Source: an optimization exercise on an open RTL-to-GDS flow (aim: small area, a short achievable clock period and few clock cycles). Production flows keep margins and buffers that such runs may drop. RTL that was checked went through simulation tests only; none was proved equivalent to the original.

== job 101 ==
==> flow/design.v <==
package pooling_pkg;
  typedef enum logic [1:0] {
    IDLE   = 2'd0,
    ACCUM  = 2'd1,
    DIVIDE = 2'd2,
    OUT    = 2'd3
  } state_t;
  typedef enum logic {
    POOL_MEAN = 1'b0,
    POOL_MAX  = 1'b1
  } mode_t;
  function automatic integer len_width(input integer max_len);
    len_width = $clog2(max_len + 1);
  endfunction
  function automatic integer acc_width(input integer il, input integer fl, input integer max_len);
    acc_width = il + fl + len_width(max_len);
  endfunction
endpackage
module pool_divider #(
  parameter int NSTEP = 1
) (
  input  logic [3:0]         r_in,
  input  logic [2*NSTEP-1:0] d_in,
  input  logic [5:0]         n1,
  input  logic [5:0]         n3,
  output logic [3:0]         r_out,
  output logic [2*NSTEP-1:0] q_out
);
  logic [3:0] r [NSTEP+1];
  logic [5:0] z [NSTEP];
  logic [6:0] s1 [NSTEP];
  logic [5:0] s2 [NSTEP];
  logic [6:0] s3 [NSTEP];
  logic       c1 [NSTEP];
  logic       c2 [NSTEP];
  logic       c3 [NSTEP];
  always_comb begin
    r[0] = r_in;
    for (int i = 0; i < NSTEP; i++) begin
      z[i]  = {r[i], d_in[2*NSTEP-1-2*i -: 2]};
      s1[i] = {1'b0, z[i]} + {1'b0, n1};
      s2[i] = {1'b0, z[i][5:1]} + {1'b0, n1[4:0]};
      s3[i] = {1'b0, z[i]} + {1'b0, n3};
      c1[i] = s1[i][6];
      c2[i] = s2[i][5];
      c3[i] = s3[i][6];
      q_out[2*NSTEP-1-2*i -: 2] = {c2[i], c3[i] | (c1[i] & !c2[i])};
      if (c3[i])      r[i+1] = s3[i][3:0];
      else if (c2[i]) r[i+1] = {s2[i][2:0], z[i][0]};
      else if (c1[i]) r[i+1] = s1[i][3:0];
      else            r[i+1] = z[i][3:0];
    end
    r_out = r[NSTEP];
  end
endmodule
module pooling_unit #(
  parameter  int IL       = 4,
  parameter  int FL       = 16,
  parameter  int CHANNELS = 4,
  parameter  int MAX_LEN  = 16,
  localparam int LEN_W    = pooling_pkg::len_width(MAX_LEN),
  localparam int ACC_W    = pooling_pkg::acc_width(IL, FL, MAX_LEN),
  localparam int DW       = IL + FL
) (
  input  logic                 clk,
  input  logic                 rst,
  input  logic                 start,
  input  logic                 mode,
  input  logic [LEN_W-1:0]     len_cfg,
  input  logic [CHANNELS*DW-1:0] in_data,
  input  logic                 in_valid,
  output logic                 in_ready,
  output logic [CHANNELS*DW-1:0] out_data,
  output logic                 out_valid,
  input  logic                 out_ready,
  output logic                 busy
);
  localparam int SW     = DW + 4;                
  localparam int LO     = 12;                    
  localparam int NSTEP  = 1;                     
  localparam int NDIV   = DW / (2 * NSTEP);      
  logic             st_acc, st_fix, st_div, st_cor, st_cor2, st_out, st_busy;
  logic             st_first;                    
  logic             mode_q, one_q;
  logic [3:0]       lm1_q;                       
  logic [5:0]       n1_q, n3_q;                  
  logic [3:0]       cnt_q;
  logic [LEN_W-1:0] len_clamped;
  logic             start_ok, beat, last_beat, last_div, any_cor2;
  logic [SW-1:0]         acc_q  [CHANNELS];
  logic                  cy_q   [CHANNELS];    
  logic                  neg_q  [CHANNELS];
  logic [3:0]            r_in   [CHANNELS];
  logic [DW-1:0]         x      [CHANNELS];
  logic [LO:0]           sum_lo [CHANNELS];
  logic [SW-LO-1:0]      sum_hi [CHANNELS];
  logic [DW-1:0]         xg     [CHANNELS];
  logic [DW-1:0]         q_new  [CHANNELS];
  logic                  cor    [CHANNELS];
  logic                  gt     [CHANNELS];
  logic [2*NSTEP-1:0]    d_in   [CHANNELS];
  logic [3:0]            r_nxt  [CHANNELS];
  logic [2*NSTEP-1:0]    q_nxt  [CHANNELS];
  assign in_ready  = st_acc;
  assign out_valid = st_out;
  assign busy      = st_busy;
  always_comb begin
    len_clamped = (len_cfg > LEN_W'(MAX_LEN)) ? LEN_W'(MAX_LEN) : len_cfg;
    start_ok    = start && !st_busy;
    beat        = in_valid && st_acc;
    last_beat   = beat && (cnt_q == '0);
    last_div    = st_div && (cnt_q == '0);
  end
  for (genvar g = 0; g < CHANNELS; g++) begin : g_lane
    always_comb begin
      x[g]      = in_data[g*DW +: DW];
      cor[g]    = neg_q[g] && (acc_q[g][SW-1:DW] != lm1_q);
      xg[g]     = x[g] & {DW{st_acc}};
      sum_lo[g] = {1'b0, acc_q[g][LO-1:0]} + (st_cor ? (LO+1)'(1) : {1'b0, x[g][LO-1:0]});
      sum_hi[g] = acc_q[g][SW-1:LO] + {{(SW-DW){xg[g][DW-1]}}, xg[g][DW-1:LO]}
                + (SW-LO)'(cy_q[g]);
      q_new[g]  = {acc_q[g][DW-2*NSTEP-1:0], q_nxt[g] ^ {(2*NSTEP){neg_q[g]}}};
      gt[g]     = {~x[g][DW-1], x[g][DW-2:0]} > {~acc_q[g][DW-1], acc_q[g][DW-2:0]};
      d_in[g]   = acc_q[g][DW-1 -: 2*NSTEP] ^ {(2*NSTEP){neg_q[g]}};
      r_in[g]   = acc_q[g][SW-1:DW] ^ {(SW-DW){st_first && acc_q[g][SW-1]}};
    end
    pool_divider #(
      .NSTEP(NSTEP)
    ) u_div (
      .r_in (r_in[g]),
      .d_in (d_in[g]),
      .n1   (n1_q),
      .n3   (n3_q),
      .r_out(r_nxt[g]),
      .q_out(q_nxt[g])
    );
    always_ff @(posedge clk) begin
      if (start_ok) begin
        acc_q[g] <= '0;
        acc_q[g][DW-1] <= mode && (len_clamped != '0);
        cy_q[g]  <= 1'b0;
      end else if (beat) begin
        if (!mode_q) begin
          acc_q[g] <= {sum_hi[g], sum_lo[g][LO-1:0]};
          cy_q[g]  <= sum_lo[g][LO];
        end else if (gt[g]) begin
          acc_q[g][DW-1:0] <= x[g];
        end
      end else if (st_fix) begin
        acc_q[g][SW-1:LO] <= sum_hi[g];
        neg_q[g] <= sum_hi[g][SW-LO-1];
      end else if (st_div) begin
        acc_q[g] <= {r_nxt[g], q_new[g]};
      end else if (st_cor) begin
        if (cor[g]) acc_q[g][LO-1:0] <= sum_lo[g][LO-1:0];
        cy_q[g]  <= cor[g] && sum_lo[g][LO];
      end else if (st_cor2) begin
        acc_q[g][SW-1:LO] <= sum_hi[g];
      end
    end
    assign out_data[g*DW +: DW] = acc_q[g][DW-1:0];
  end
  always_comb begin
    any_cor2 = 1'b0;
    for (int c = 0; c < CHANNELS; c++) any_cor2 |= cor[c] && (&acc_q[c][LO-1:0]);
  end
  always_ff @(posedge clk) begin
    if (rst) begin
      st_acc  <= 1'b0;
      st_fix  <= 1'b0;
      st_first <= 1'b0;
      st_div  <= 1'b0;
      st_cor  <= 1'b0;
      st_cor2 <= 1'b0;
      st_out  <= 1'b0;
      st_busy <= 1'b0;
    end else begin
      if (start_ok) begin
        st_busy <= 1'b1;
        st_acc  <= (len_clamped != '0);
        st_out  <= (len_clamped == '0);
      end
      if (last_beat) begin
        st_acc <= 1'b0;
        if (!mode_q && !one_q) st_fix <= 1'b1;
        else st_out <= 1'b1;
      end
      st_first <= st_fix;
      if (st_fix) begin
        st_fix <= 1'b0;
        st_div <= 1'b1;
      end
      if (last_div) begin
        st_div <= 1'b0;
        st_cor <= 1'b1;
      end
      if (st_cor) begin
        st_cor <= 1'b0;
        if (any_cor2) st_cor2 <= 1'b1;
        else st_out <= 1'b1;
      end
      if (st_cor2) begin
        st_cor2 <= 1'b0;
        st_out  <= 1'b1;
      end
      if (st_out && out_ready) begin
        st_out  <= 1'b0;
        st_busy <= 1'b0;
      end
    end
  end
  always_ff @(posedge clk) begin
    if (start_ok) begin
      mode_q <= mode;
      one_q  <= (len_clamped == LEN_W'(1));
      lm1_q  <= 4'(len_clamped - LEN_W'(1));
      n1_q   <= 6'(7'd64 - 7'(len_clamped));
      n3_q   <= 6'(8'd192 - 8'(len_clamped) * 8'd3);
      cnt_q  <= 4'(len_clamped - LEN_W'(1));
    end else if (last_beat) begin
      cnt_q  <= 4'(NDIV - 1);
    end else if (beat || st_div) begin
      cnt_q  <= cnt_q - 4'd1;
    end
  end
endmodule
export LEC_CHECK = 0
export CAP_MARGIN = 20
export CORE_MARGIN = 2
export CORE_UTILIZATION = 40
export SETUP_SLACK_MARGIN = 2.7
export SLEW_MARGIN = 20
create_clock -name core_clock -period 6.0 [get_ports {clk}]
standard.sh (not shown) runs the stock make flow with config.mk's settings and CLKGATE_MAP_FILE= SYNTH_SCRIPT=/design/flow/synth_recipe.tcl, a recipe that flattens the netlist after the stock synthesis.
==> flow/flow/run.sh <==
#!/bin/bash
# The standard layout, with the port buffers made of plain buffers
# (sky130_fd_sc_hd__buf_2) instead of the delay cells buffer_ports picks.
set -euo pipefail
export BUFFER_PORTS_ARGS="-buffer_cell sky130_fd_sc_hd__buf_2"
bash standard.sh > standard.log 2>&1
Testbench counts of job 101, summed over its fixed seeds: cycles 12,707.
Changes in job 102 relative to job 101:
diff --git a/flow/design.v b/flow/design.v
--- a/flow/design.v
+++ b/flow/design.v
@@ -78,25 +78,26 @@
   localparam int SW     = DW + 4;                
   localparam int LO     = 12;                    
   localparam int NSTEP  = 1;                     
   localparam int NDIV   = DW / (2 * NSTEP);      
-  logic             st_acc, st_fix, st_div, st_cor, st_cor2, st_out, st_busy;
-  logic             st_first;                    
+  logic             st_acc, st_fix, st_div, st_cor, st_out, st_busy;
   logic             mode_q, one_q;
   logic [3:0]       lm1_q;                       
   logic [5:0]       n1_q, n3_q;                  
   logic [3:0]       cnt_q;
   logic [LEN_W-1:0] len_clamped;
-  logic             start_ok, beat, last_beat, last_div, any_cor2;
+  logic             start_ok, beat, last_beat, last_div;
   logic [SW-1:0]         acc_q  [CHANNELS];
   logic                  cy_q   [CHANNELS];    
   logic                  neg_q  [CHANNELS];
+  logic                  xr_q   [CHANNELS];    
   logic [3:0]            r_in   [CHANNELS];
   logic [DW-1:0]         x      [CHANNELS];
   logic [LO:0]           sum_lo [CHANNELS];
   logic [SW-LO-1:0]      sum_hi [CHANNELS];
   logic [DW-1:0]         xg     [CHANNELS];
   logic [DW-1:0]         q_new  [CHANNELS];
+  logic                  cin_hi [CHANNELS];
   logic                  cor    [CHANNELS];
   logic                  gt     [CHANNELS];
   logic [2*NSTEP-1:0]    d_in   [CHANNELS];
   logic [3:0]            r_nxt  [CHANNELS];
@@ -113,17 +114,18 @@
   end
   for (genvar g = 0; g < CHANNELS; g++) begin : g_lane
     always_comb begin
       x[g]      = in_data[g*DW +: DW];
+      xg[g]     = x[g] & {DW{st_acc}};
       cor[g]    = neg_q[g] && (acc_q[g][SW-1:DW] != lm1_q);
-      xg[g]     = x[g] & {DW{st_acc}};
-      sum_lo[g] = {1'b0, acc_q[g][LO-1:0]} + (st_cor ? (LO+1)'(1) : {1'b0, x[g][LO-1:0]});
+      sum_lo[g] = {1'b0, acc_q[g][LO-1:0]} + (st_cor ? (LO+1)'(cor[g]) : {1'b0, x[g][LO-1:0]});
+      cin_hi[g] = st_cor ? (cor[g] && (&acc_q[g][LO-1:0])) : cy_q[g];
       sum_hi[g] = acc_q[g][SW-1:LO] + {{(SW-DW){xg[g][DW-1]}}, xg[g][DW-1:LO]}
-                + (SW-LO)'(cy_q[g]);
+                + (SW-LO)'(cin_hi[g]);
       q_new[g]  = {acc_q[g][DW-2*NSTEP-1:0], q_nxt[g] ^ {(2*NSTEP){neg_q[g]}}};
       gt[g]     = {~x[g][DW-1], x[g][DW-2:0]} > {~acc_q[g][DW-1], acc_q[g][DW-2:0]};
       d_in[g]   = acc_q[g][DW-1 -: 2*NSTEP] ^ {(2*NSTEP){neg_q[g]}};
-      r_in[g]   = acc_q[g][SW-1:DW] ^ {(SW-DW){st_first && acc_q[g][SW-1]}};
+      r_in[g]   = acc_q[g][SW-1:DW] ^ {(SW-DW){xr_q[g]}};
     end
     pool_divider #(
       .NSTEP(NSTEP)
     ) u_div (
@@ -148,31 +150,24 @@
         end
       end else if (st_fix) begin
         acc_q[g][SW-1:LO] <= sum_hi[g];
         neg_q[g] <= sum_hi[g][SW-LO-1];
+        xr_q[g]  <= sum_hi[g][SW-LO-1];
       end else if (st_div) begin
         acc_q[g] <= {r_nxt[g], q_new[g]};
+        xr_q[g]  <= 1'b0;
       end else if (st_cor) begin
-        if (cor[g]) acc_q[g][LO-1:0] <= sum_lo[g][LO-1:0];
-        cy_q[g]  <= cor[g] && sum_lo[g][LO];
-      end else if (st_cor2) begin
-        acc_q[g][SW-1:LO] <= sum_hi[g];
+        acc_q[g][DW-1:0] <= {sum_hi[g][DW-LO-1:0], sum_lo[g][LO-1:0]};
       end
     end
     assign out_data[g*DW +: DW] = acc_q[g][DW-1:0];
-  end
-  always_comb begin
-    any_cor2 = 1'b0;
-    for (int c = 0; c < CHANNELS; c++) any_cor2 |= cor[c] && (&acc_q[c][LO-1:0]);
   end
   always_ff @(posedge clk) begin
     if (rst) begin
       st_acc  <= 1'b0;
       st_fix  <= 1'b0;
-      st_first <= 1'b0;
       st_div  <= 1'b0;
       st_cor  <= 1'b0;
-      st_cor2 <= 1'b0;
       st_out  <= 1'b0;
       st_busy <= 1'b0;
     end else begin
       if (start_ok) begin
@@ -184,9 +179,8 @@
         st_acc <= 1'b0;
         if (!mode_q && !one_q) st_fix <= 1'b1;
         else st_out <= 1'b1;
       end
-      st_first <= st_fix;
       if (st_fix) begin
         st_fix <= 1'b0;
         st_div <= 1'b1;
       end
@@ -195,14 +189,9 @@
         st_cor <= 1'b1;
       end
       if (st_cor) begin
         st_cor <= 1'b0;
-        if (any_cor2) st_cor2 <= 1'b1;
-        else st_out <= 1'b1;
-      end
-      if (st_cor2) begin
-        st_cor2 <= 1'b0;
-        st_out  <= 1'b1;
+        st_out <= 1'b1;
       end
       if (st_out && out_ready) begin
         st_out  <= 1'b0;
         st_busy <= 1'b0;
Notes after the runs:
- Job 101 has lower cell count than job 102.
- The total standard cell area after synthesis of job 102 is lower than that of job 101.
- On total setup buffers inserted after CTS: job 102 sits above job 101.
- Comparing job 101 and job 102, the lower required arrival time at the worst endpoint is on job 102.
- In job 102 the length of routed met2 wiring turned out about 6% higher than in job 101.
- Per the comparison of job 102 with job 101, clock network area share shows no meaningful change, source-to-sink clock delay at the later pin of the worst-skew pair shows no meaningful change, maximum frequency shows a reduction of about 16%, post-synthesis cell count shows no meaningful change, routed wire length shows an increase of 3.0%.
- Layout net count ended up about 2% higher on job 102 than on job 101.
- Compared with job 101, job 102 shows a lower total placed cells including tap cells.
Function not checked in job 102: the RTL went through the layout flow alone.

afterwards: timing with drivers on the ports:
In the flow no input, the clock included, has a driving cell. The finished layouts below were timed again as built, in two steps.
Step 1, drivers: a clkbuf_16 drives clk and a buf_2 each remaining input, both assumed.
Step 2 adds t to the input delays and takes it off the output delays; t is the mean of the earliest and latest rising clock arrival at the registers after step 1. Input paths then give back, and output paths get back, about the clock's delay inside the block.
Three values: ideal, step 1, step 2; two values: the first two.
run	t (ns)	setup slack, ns	worst setup path at the end
job 101	0.481	2.758 / 2.790 / 2.309	input to register
job 102	0.489	2.123 / 2.123 / 2.068	input to register
After both steps setup and hold are still met in every run listed. For job 101, which loses most, drivers alone change the setup slack by +0.032 ns; drivers and shift together by -0.449 ns.
